Background: an optimization exercise with open tools, aiming at small area, a short achievable clock period and few clock cycles. Do not read the settings as production practice. RTL that was checked went through simulation tests only; none was proved equivalent to the original. Power and IR drop assume default switching activity.

==> inputs of delta <==
// lidar_column_ring_vertical_filter
module lidar_column_ring_vertical_filter #(
    parameter int ROWS = 64
) (
    input  wire logic                i_clk,
    input  wire logic                i_rst_n,
    input  wire logic                i_in_valid,
    output logic                     o_in_stall,
    input  wire logic                i_func,
    input  wire logic [5:0]          i_row,
    input  wire logic [19:0]         i_gap_mm,
    input  wire logic [17:0]         i_point_id,
    input  wire logic signed [18:0]  i_x_mm,
    input  wire logic signed [18:0]  i_y_mm,
    input  wire logic signed [18:0]  i_z_mm,
    input  wire logic                i_last_in_column,
    input  wire logic                i_cfg_we,
    input  wire logic [15:0]         i_cfg_wdata,
    output logic                     o_out_valid,
    input  wire logic                i_out_stall,
    output logic [17:0]              o_point_id_res,
    output logic                     o_is_vertical,
    output logic                     o_last_of_run
);
Settings: LEC_CHECK=0, CAP_MARGIN=20, CORE_MARGIN=2, CORE_UTILIZATION=40, SLEW_MARGIN=20; clock period 10.0 ns.
run.sh (not shown) runs the stock make flow with config.mk's settings and CLKGATE_MAP_FILE= SYNTH_SCRIPT=/design/flow/synth_recipe.tcl, a recipe that flattens the netlist after the stock synthesis.
==> inputs of yarrow, as changes to delta <==
- SETUP_SLACK_MARGIN: unset -> 5
==> run notes <==
                                                                           yarrow         delta
Result of the run                                         timing/DRC/antenna clean  timing/DRC/antenna clean
Clock buffers and inverters, area share                                     0.0753        0.0736
Setup Fix Bufs, Post-CTS                                                        12             0
Placed wire-length estimate after detailed placement                     233000 um     235000 um
Total length of routed met2 wires                                        186000 um     188000 um
Count of placed standard cells in the final layout, fillers left out         16128         16076
Critical R2R Capture                                                        d_near   q14_rem[14]
Fill cell instance count of the final layout                                 34736         34778
Slack of the worst reg-to-reg path                                         4460 ps       3930 ps
Final design area excluding fillers                                   188000 sq um  187000 sq um
Max transition margin                                                        0.190         0.246
Vias in the first global route                                               88555         88416
Routed WL per cell                                                         23.4 um       23.6 um
Transition at the pin with the smallest max-transition slack               1210 ps       1130 ps
Antenna violations before repair                                                30            41
Largest net degree at the start of global routing                              155           118
Total routing resource utilization after global routing                      0.179         0.181
Clock power frac                                                             0.307         0.306
Comb power frac                                                              0.303         0.297
Sum of met3 wire segment lengths after detailed routing                   20900 um      22200 um
Placed cell count                                                            15300         15295
No functional check of the RTL was part of any run of this note.

========
==> trial 17 <==
lidar_column_ring_vertical_filter, a different RTL version from the one above (not shown whole).
Settings: LEC_CHECK=0, CAP_MARGIN=20, CORE_MARGIN=2, CORE_UTILIZATION=60, CTS_CLUSTER_DIAMETER=150, CTS_CLUSTER_SIZE=30, SLEW_MARGIN=20; clock period 10.0 ns.
standard.sh (not shown) runs the stock make flow with config.mk's settings and CLKGATE_MAP_FILE= SYNTH_SCRIPT=/design/flow/synth_recipe.tcl, a recipe that flattens the netlist after the stock synthesis.
==> flow/flow/run.sh <==
#!/bin/bash
set -euo pipefail
bash standard.sh SETUP_SLACK_MARGIN=6.2 finish > orfs_make.log 2>&1
==> inputs of trial 7, as changes to trial 17 <==
--- a/flow/design.v
+++ b/flow/design.v
@@ -2133,20 +2133,22 @@
     logic [17:0]       q13_id;
     logic [18:0]       q13_zg;
     logic [13:0]      q13_rem;
     logic [12:0]    q13_root;
     logic [11:0] q13_rad;
-    assign q13_v = q12_v;
-    assign q13_func = q12_func;
-    assign q13_last = q12_last;
-    assign q13_have = q12_have;
-    assign q13_row = q12_row;
-    assign q13_id = q12_id;
-    assign q13_zg = q12_zg;
-    assign q13_rem  = (ge12 ? dd12[13:0] : t12[13:0]);
-    assign q13_root = {q12_root, ge12};
-    assign q13_rad  = q12_rad[11:0];
+    always_ff @(posedge i_clk) begin
+        q13_v    <= q12_v && (i_rst_n || !q12_func);
+        q13_func <= q12_func;
+        q13_last <= q12_last;
+        q13_have <= q12_have;
+        q13_row <= q12_row;
+        q13_id <= q12_id;
+        q13_zg <= q12_zg;
+        q13_rem  <= (ge12 ? dd12[13:0] : t12[13:0]);
+        q13_root <= {q12_root, ge12};
+        q13_rad  <= q12_rad[11:0];
+    end
     logic [15:0] t13;
     logic [14:0] tr13;
     logic [16:0] dd13;
     logic          ge13;
     assign t13  = {q13_rem, q13_rad[11:10]};
@@ -2185,20 +2187,22 @@
     logic [17:0]       q15_id;
     logic [18:0]       q15_zg;
     logic [15:0]      q15_rem;
     logic [14:0]    q15_root;
     logic [7:0] q15_rad;
-    assign q15_v = q14_v;
-    assign q15_func = q14_func;
-    assign q15_last = q14_last;
-    assign q15_have = q14_have;
-    assign q15_row = q14_row;
-    assign q15_id = q14_id;
-    assign q15_zg = q14_zg;
-    assign q15_rem  = (ge14 ? dd14[15:0] : t14[15:0]);
-    assign q15_root = {q14_root, ge14};
-    assign q15_rad  = q14_rad[7:0];
+    always_ff @(posedge i_clk) begin
+        q15_v    <= q14_v && (i_rst_n || !q14_func);
+        q15_func <= q14_func;
+        q15_last <= q14_last;
+        q15_have <= q14_have;
+        q15_row <= q14_row;
+        q15_id <= q14_id;
+        q15_zg <= q14_zg;
+        q15_rem  <= (ge14 ? dd14[15:0] : t14[15:0]);
+        q15_root <= {q14_root, ge14};
+        q15_rad  <= q14_rad[7:0];
+    end
     logic [17:0] t15;
     logic [16:0] tr15;
     logic [18:0] dd15;
     logic          ge15;
     assign t15  = {q15_rem, q15_rad[7:6]};
@@ -2439,15 +2443,14 @@
     logic               c_v;            
     logic [5:0]         c_idx;
     logic signed [18:0] c_hi, c_lo;
     logic               vw_v, vw_val;
     logic [5:0]         vw_idx;
-    logic [19:0]        r_q [64];       
-    logic               r_vb [64];      
+    logic [18:0]        r_q [64];       
+    logic               r_vb [64];
     logic               w_join, w_close_old, w_hw, w_full, w_eor, w_lot;
     logic [6:0]         w_idx_p;
-    logic signed [19:0] w_spread, w_thr;
     logic signed [18:0] w_zhi, w_zlo;
     logic               r_qroom;
     assign w_full      = !r_qroom;
     assign w_join      = d_have && d_near && (r_len != 7'd64);
     assign w_close_old = d_have && !w_join;
@@ -2456,12 +2459,17 @@
     assign w_eor       = h_c || !d_v || !w_join;
     assign w_lot       = h_c || !d_v || (!w_join && (!d_last || w_discard));
     assign w_idx_p     = r_wr + {6'd0, h_v};
     assign w_zhi       = (d_z > r_zmax) ? d_z : r_zmax;
     assign w_zlo       = (d_z < r_zmin) ? d_z : r_zmin;
-    assign w_thr       = {4'd0, r_thr};
-    assign w_spread    = {c_hi[18], c_hi} - {c_lo[18], c_lo};
+    logic [20:0] w_va, w_vb2, w_vc, w_vs, w_vk, w_vx;
+    assign w_va  = {{2{c_hi[18]}}, c_hi};
+    assign w_vb2 = ~{{2{c_lo[18]}}, c_lo};
+    assign w_vc  = ~{5'd0, r_thr};
+    assign w_vs  = w_va ^ w_vb2 ^ w_vc;
+    assign w_vk  = ((w_va & w_vb2) | (w_va & w_vc) | (w_vb2 & w_vc)) << 1;
+    assign w_vx  = w_vs + w_vk + 21'd1;
     always_ff @(posedge i_clk) begin
         if (!i_rst_n) begin
             r_thr   <= 16'd80;
             h_v     <= 1'b0;
             r_wr    <= '0;
@@ -2510,13 +2518,16 @@
         end
         c_idx  <= r_start;
         c_hi   <= w_join ? w_zhi : r_zmax;
         c_lo   <= w_join ? w_zlo : r_zmin;
         vw_idx <= c_idx;
-        vw_val <= (w_spread > w_thr);
+        vw_val <= !w_vx[20];
         if (w_hw) begin
-            r_q[r_wr[5:0]] <= {h_id, w_eor, w_lot};
+            r_q[r_wr[5:0]] <= {h_id, w_eor};
+            if (w_eor) begin
+                r_vb[r_wr[5:0]] <= w_lot;
+            end
         end
         if (vw_v) begin
             r_vb[vw_idx] <= vw_val;
         end
     end
@@ -2524,28 +2535,39 @@
     logic [17:0] st_id;
     logic        out_v, out_vert, out_last;
     logic [17:0] out_id;
     logic        r_at_start, r_cur_vert;
     logic        w_avail, w_out_free, w_st_load;
-    logic [19:0] w_qe;
+    logic [18:0] w_qe;
     logic        w_evert;
     assign w_out_take = out_v && !i_out_stall;
     assign w_out_free = !out_v || !i_out_stall;
     assign w_avail    = (r_rd != r_cp);
     assign w_st_load  = w_avail && (!st_v || w_out_free);
-    assign w_qe       = r_q[r_rd[5:0]];
-    assign w_evert    = r_at_start ? (!w_qe[1] && r_vb[r_rd[5:0]]) : r_cur_vert;
+    logic [63:0] r_rdoh;
+    logic        w_qvb;
+    always_comb begin
+        w_qe  = '0;
+        w_qvb = 1'b0;
+        for (int i = 0; i < 64; i++) begin
+            w_qe  = w_qe | (r_q[i] & {19{r_rdoh[i]}});
+            w_qvb = w_qvb | (r_vb[i] & r_rdoh[i]);
+        end
+    end
+    assign w_evert    = r_at_start ? (!w_qe[0] && w_qvb) : r_cur_vert;
     always_ff @(posedge i_clk) begin
         if (!i_rst_n) begin
             r_rd       <= '0;
+            r_rdoh     <= 64'd1;
             st_v       <= 1'b0;
             out_v      <= 1'b0;
             r_at_start <= 1'b1;
         end else begin
             if (w_st_load) begin
                 r_rd       <= r_rd + 7'd1;
-                r_at_start <= w_qe[1];
+                r_rdoh     <= {r_rdoh[62:0], r_rdoh[63]};
+                r_at_start <= w_qe[0];
             end
             if (w_st_load) begin
                 st_v <= 1'b1;
             end else if (w_out_free) begin
                 st_v <= 1'b0;
@@ -2553,12 +2575,12 @@
             if (w_out_free) begin
                 out_v <= st_v;
             end
         end
         if (w_st_load) begin
-            st_id      <= w_qe[19:2];
-            st_lot     <= w_qe[0];
+            st_id      <= w_qe[18:1];
+            st_lot     <= w_qe[0] && w_qvb;
             st_vert    <= w_evert;
             r_cur_vert <= w_evert;
         end
         if (w_out_free) begin
             out_id   <= st_id;
--- a/flow/config.mk
+++ b/flow/config.mk
@@ -6,8 +6,8 @@
 export NUM_CORES = 4
 export LEC_CHECK = 0
 export CAP_MARGIN = 20
 export CORE_MARGIN = 2
 export CORE_UTILIZATION = 60
-export CTS_CLUSTER_DIAMETER = 150
-export CTS_CLUSTER_SIZE = 30
+export CTS_CLUSTER_DIAMETER = 130
+export CTS_CLUSTER_SIZE = 26
 export SLEW_MARGIN = 20
==> inputs of build 18, as changes to trial 17 <==
--- a/flow/design.v
+++ b/flow/design.v
@@ -2133,20 +2133,22 @@
     logic [17:0]       q13_id;
     logic [18:0]       q13_zg;
     logic [13:0]      q13_rem;
     logic [12:0]    q13_root;
     logic [11:0] q13_rad;
-    assign q13_v = q12_v;
-    assign q13_func = q12_func;
-    assign q13_last = q12_last;
-    assign q13_have = q12_have;
-    assign q13_row = q12_row;
-    assign q13_id = q12_id;
-    assign q13_zg = q12_zg;
-    assign q13_rem  = (ge12 ? dd12[13:0] : t12[13:0]);
-    assign q13_root = {q12_root, ge12};
-    assign q13_rad  = q12_rad[11:0];
+    always_ff @(posedge i_clk) begin
+        q13_v    <= q12_v && (i_rst_n || !q12_func);
+        q13_func <= q12_func;
+        q13_last <= q12_last;
+        q13_have <= q12_have;
+        q13_row <= q12_row;
+        q13_id <= q12_id;
+        q13_zg <= q12_zg;
+        q13_rem  <= (ge12 ? dd12[13:0] : t12[13:0]);
+        q13_root <= {q12_root, ge12};
+        q13_rad  <= q12_rad[11:0];
+    end
     logic [15:0] t13;
     logic [14:0] tr13;
     logic [16:0] dd13;
     logic          ge13;
     assign t13  = {q13_rem, q13_rad[11:10]};
@@ -2185,20 +2187,22 @@
     logic [17:0]       q15_id;
     logic [18:0]       q15_zg;
     logic [15:0]      q15_rem;
     logic [14:0]    q15_root;
     logic [7:0] q15_rad;
-    assign q15_v = q14_v;
-    assign q15_func = q14_func;
-    assign q15_last = q14_last;
-    assign q15_have = q14_have;
-    assign q15_row = q14_row;
-    assign q15_id = q14_id;
-    assign q15_zg = q14_zg;
-    assign q15_rem  = (ge14 ? dd14[15:0] : t14[15:0]);
-    assign q15_root = {q14_root, ge14};
-    assign q15_rad  = q14_rad[7:0];
+    always_ff @(posedge i_clk) begin
+        q15_v    <= q14_v && (i_rst_n || !q14_func);
+        q15_func <= q14_func;
+        q15_last <= q14_last;
+        q15_have <= q14_have;
+        q15_row <= q14_row;
+        q15_id <= q14_id;
+        q15_zg <= q14_zg;
+        q15_rem  <= (ge14 ? dd14[15:0] : t14[15:0]);
+        q15_root <= {q14_root, ge14};
+        q15_rad  <= q14_rad[7:0];
+    end
     logic [17:0] t15;
     logic [16:0] tr15;
     logic [18:0] dd15;
     logic          ge15;
     assign t15  = {q15_rem, q15_rad[7:6]};
@@ -2530,21 +2534,32 @@
     logic        w_evert;
     assign w_out_take = out_v && !i_out_stall;
     assign w_out_free = !out_v || !i_out_stall;
     assign w_avail    = (r_rd != r_cp);
     assign w_st_load  = w_avail && (!st_v || w_out_free);
-    assign w_qe       = r_q[r_rd[5:0]];
-    assign w_evert    = r_at_start ? (!w_qe[1] && r_vb[r_rd[5:0]]) : r_cur_vert;
+    logic [63:0] r_rdoh;
+    logic        w_qvb;
+    always_comb begin
+        w_qe  = '0;
+        w_qvb = 1'b0;
+        for (int i = 0; i < 64; i++) begin
+            w_qe  = w_qe | (r_q[i] & {20{r_rdoh[i]}});
+            w_qvb = w_qvb | (r_vb[i] & r_rdoh[i]);
+        end
+    end
+    assign w_evert    = r_at_start ? (!w_qe[1] && w_qvb) : r_cur_vert;
     always_ff @(posedge i_clk) begin
         if (!i_rst_n) begin
             r_rd       <= '0;
+            r_rdoh     <= 64'd1;
             st_v       <= 1'b0;
             out_v      <= 1'b0;
             r_at_start <= 1'b1;
         end else begin
             if (w_st_load) begin
                 r_rd       <= r_rd + 7'd1;
+                r_rdoh     <= {r_rdoh[62:0], r_rdoh[63]};
                 r_at_start <= w_qe[1];
             end
             if (w_st_load) begin
                 st_v <= 1'b1;
             end else if (w_out_free) begin
==> comparison table <==
Number of logic inverters in the finished layout: trial 17 785; trial 7 804; build 18 825
Outcome: trial 17 timing/DRC/antenna clean; trial 7 timing/DRC/antenna clean; build 18 timing/DRC/antenna clean
Post-synthesis share of cell area spent on and, or, nand and nor gates: trial 17 4.793%; trial 7 5.564%; build 18 5.533%
Multi-input gate area in the final layout: trial 17 53340 um^2; trial 7 49640 um^2; build 18 50270 um^2
Slowest-stage cell, CP: trial 17 a211o_4; trial 7 fa_2; build 18 fa_2
Proportion of cell area occupied by multi-input gates: trial 17 28.67%; trial 7 26.71%; build 18 26.75%
Mean post-synth cell area: trial 17 16.64 um^2; trial 7 15.39 um^2; build 18 15.42 um^2
Total nets after synthesis: trial 17 11220; trial 7 12109; build 18 12218
Arrival time at the worst endpoint: trial 17 5.10 ns; trial 7 4.57 ns; build 18 4.64 ns
Global routing usage on met1: trial 17 37.47%; trial 7 42.77%; build 18 40.56%
Launching instance or port of the critical path: trial 17 q14_root[11]; trial 7 s0_vx[16]; build 18 s0_vx[15]
Critical path's most frequent cell: trial 17 -; trial 7 fa_1; build 18 fa_1
Mux share of post-synthesis cell area: trial 17 11.65%; trial 7 5.920%; build 18 5.544%
Post-synthesis adder-cell area fraction: trial 17 8.066%; trial 7 8.095%; build 18 7.927%
Testbench counts of trial 7, summed over its fixed seeds: cycles 5,169.
Testbench counts of build 18, summed over its fixed seeds: cycles 5,169.
No functional check of the RTL was part of trial 17.

## afterwards: timing with drivers on the ports
No port has a modelled driver above. Below, the same layouts with a new extraction and two added sets of constraints.
Step 1 (the two cells are an assumption about what drives the block):
set clk [get_ports {i_clk}]
set_driving_cell -lib_cell sky130_fd_sc_hd__clkbuf_16 $clk
set_driving_cell -lib_cell sky130_fd_sc_hd__buf_2 [delete_from_list [all_inputs] $clk]
Step 2 times the ports against the registers' clock, not the clock port: input delays grow and output delays shrink by t, the midpoint of the rising clock arrivals with the driver on.
Slacks: no drivers / after step 1 / after step 2; pairs: no drivers / after step 1.
run	t (ns)	setup slack, ns	hold WS [ns]	worst data-port slew with drivers (ns)
delta	1.061	3.929 / 3.929 / 3.929	0.222 / 0.222 / 0.222	0.26
yarrow	1.035	4.456 / 4.456 / 4.228	0.294 / 0.294 / 0.294	0.50
trial 17	0.984	5.701 / 5.701 / 5.518	0.308 / 0.308 / 0.308	0.10
trial 7	1.028	6.233 / 6.233 / 5.298	0.275 / 0.275 / 0.275	0.04
build 18	0.997	6.134 / 6.134 / 5.430	0.256 / 0.256 / 0.256	0.05
After both steps setup and hold are still met in every run listed. For trial 7, which loses most, drivers alone change the setup slack by 0.000 ns; drivers and shift together by -0.935 ns.
